Context: an optimization exercise on an open-source flow, tuned for a short achievable clock period and few clock cycles per item. The choices shown serve that exercise and are no tape-out recipe. Only simulation tests tie the RTL to the original design; equivalence was not proved. No driver is modelled on the clock port, so clocking that relies on it looks cheaper here than on a real chip. Power figures rest on the tool's default switching activity, not on a simulated workload.

== main ==
// datapath
module datapath
(
    input  logic        CLK,
    input  logic        reset,
    output logic        imem_valid,
    output logic [31:0] imem_addr,
    input  logic        imem_ready,
    input  logic [31:0] imem_load,
    output logic        dmem_valid,
    output logic        dmem_write,
    output logic [31:0] dmem_addr,
    output logic [31:0] dmem_store,
    input  logic        dmem_ready,
    input  logic [31:0] dmem_load,
    output logic        halt
);
Size: ~4800 cells after synthesis.
==> flow/config.mk <==
export PLATFORM = sky130hd
export DESIGN_NAME = datapath
export DESIGN_NICKNAME = datapath
export VERILOG_FILES = /design/flow/design.v
export SDC_FILE = /design/flow/constraint.sdc
export NUM_CORES = 4
export LEC_CHECK = 0
export CAP_MARGIN = 20
export CORE_MARGIN = 2
export CORE_UTILIZATION = 40
export SLEW_MARGIN = 20
==> flow/constraint.sdc <==
create_clock -name core_clock -period 7.5 [get_ports {CLK}]
set_input_delay 1.5000 -clock core_clock [delete_from_list [all_inputs] [get_ports {CLK}]]
set_output_delay 1.5000 -clock core_clock [all_outputs]
set_load 0.01 [all_outputs]
standard.sh (not shown) runs the stock make flow with config.mk's settings and CLKGATE_MAP_FILE= SYNTH_SCRIPT=/design/flow/synth_recipe.tcl, a recipe that flattens the netlist after the stock synthesis.
==> flow/flow/run.sh <==
#!/bin/bash
# Standard layout with stronger port buffers, timing repair free to change a
# cell's footprint, and extra setup repair passes after CTS. Logs: make's
# output in flow_make_*.log here, each ORFS step's log under orfs/logs, and
# the extra repair in extra_repair.log.
set -euo pipefail
here=$(pwd)
args=(
    MATCH_CELL_FOOTPRINT=0
    "BUFFER_PORTS_ARGS=-buffer_cell sky130_fd_sc_hd__buf_8"
    SETUP_SLACK_MARGIN=4.8
    TNS_END_PERCENT=100
    GPL_TIMING_DRIVEN=1
    CORE_UTILIZATION=35
)
bash standard.sh "${args[@]}" cts > flow_make_cts.log 2>&1
res=$(ls -d "$here"/orfs/results/*/datapath/base)
RES_DIR=$res openroad -no_init -exit "$here/flow/extra_repair.tcl" > extra_repair.log 2>&1
bash standard.sh "${args[@]}" finish > flow_make_finish.log 2>&1
==> flow/flow/extra_repair.tcl <==
# More setup repair on the clock-tree-built placement, then legalize and
# write it back for global routing to pick up.
set plat $::env(FLOW_HOME)/platforms/sky130hd
set res $::env(RES_DIR)
read_db $res/4_cts.odb
read_liberty $plat/lib/sky130_fd_sc_hd__tt_025C_1v80.lib
read_sdc $res/4_cts.sdc
set_propagated_clock [all_clocks]
source $plat/setRC.tcl
set_dont_use [list sky130_fd_sc_hd__probe_p_8 sky130_fd_sc_hd__probec_p_8 sky130_fd_sc_hd__lpflow_*]
estimate_parasitics -placement
report_worst_slack -max
repair_timing -setup -setup_margin 4.8 -repair_tns 100 -sequence "sizeup,swap,buffer,clone,split"
report_worst_slack -max
repair_timing -setup -setup_margin 4.8 -repair_tns 100
report_worst_slack -max
detailed_placement
check_placement
estimate_parasitics -placement
repair_timing -hold -hold_margin 0.05
report_worst_slack -max
report_worst_slack -min
write_db $res/4_cts.odb
The final layout from main, which completed every stage, passed the timing, design-rule and antenna checks at the end of the flow.
Testbench counts of main, summed over its fixed seeds: cycles 27,022, instrs 25,067.
Input changes introduced in the feature branch (baseline for comparison: main):
Settings: TNS_END_PERCENT now 100, previously not set; SETUP_SLACK_MARGIN now 4.8, previously not set; CORE_UTILIZATION now 35, was 40; GPL_TIMING_DRIVEN now 1, previously not set.
==> flow/flow/run.sh <==
#!/bin/bash
# Standard layout, with stronger port buffers and timing repair free to change
# a cell's footprint; make's full output goes to flow_make.log here, and each
# ORFS step keeps its own log under orfs/logs.
set -euo pipefail
bash standard.sh \
    MATCH_CELL_FOOTPRINT=0 \
    "BUFFER_PORTS_ARGS=-buffer_cell sky130_fd_sc_hd__buf_8" \
    SETUP_SLACK_MARGIN=4.8 \
    TNS_END_PERCENT=100 \
    GPL_TIMING_DRIVEN=1 \
    CORE_UTILIZATION=35 \
    finish > flow_make.log 2>&1
removed: flow/flow/extra_repair.tcl
Findings:
- Having completed the whole flow, the feature branch delivered a layout that passed the timing, design-rule and antenna checks.
- [compare] base=main new=the feature branch: wire length of the first global-routing pass decreased by 2.4% relative to the old numbers, share of post-route cells with drive strength above 1 dropped 1.4 points.
- Global-route usage ends up lower on the feature branch.
- The run with more setup slack is main; the feature branch has less.
- Between the feature branch and main, it is the feature branch whose amount of wire on met2 after detailed routing is lower, by 560 microns.
- Where static leakage power is concerned, main is outperformed by the feature branch.
- As far as y dimension of the die is concerned, the feature branch and main perform about the same.
- Sort main and the feature branch by relative slew slack asc -> top: the feature branch
- Looking at sequential share of cell area across main and the feature branch, the one that comes out higher is the feature branch.
- On power, main and the feature branch are basically level.

## port drivers added, routing unchanged
The results above use ideal ports. As a check the final layouts listed here were re-extracted and re-timed, cells and wires unchanged.
Step 1: set_driving_cell puts a clkbuf_16 on CLK and a buf_2 on each other input, an assumption about the parent block.
Step 2 adds t to the input delays and takes it off the output delays; t is the mean of the earliest and latest rising clock arrival at the registers after step 1. Input paths then give back, and output paths get back, about the clock's delay inside the block.
Slacks: no drivers / after step 1 / after step 2; pairs: no drivers / after step 1.
| run | t, ns | slack for setup (ns) | worst setup path at the end | worst register clock-pin slew, ns | pins driven straight from the clock port |
|---|---|---|---|---|---|
| main | 0.889 | 4.197 / 4.197 / 3.384 | input to register | 0.08 / 0.08 | 1 |
| the feature branch | 0.885 | 4.121 / 4.147 / 3.261 | input to register | 0.07 / 0.07 | 1 |
After both steps every run listed still meets setup and hold. For the feature branch, which loses most, drivers alone change the setup slack by +0.026 ns; drivers and shift together by -0.860 ns.
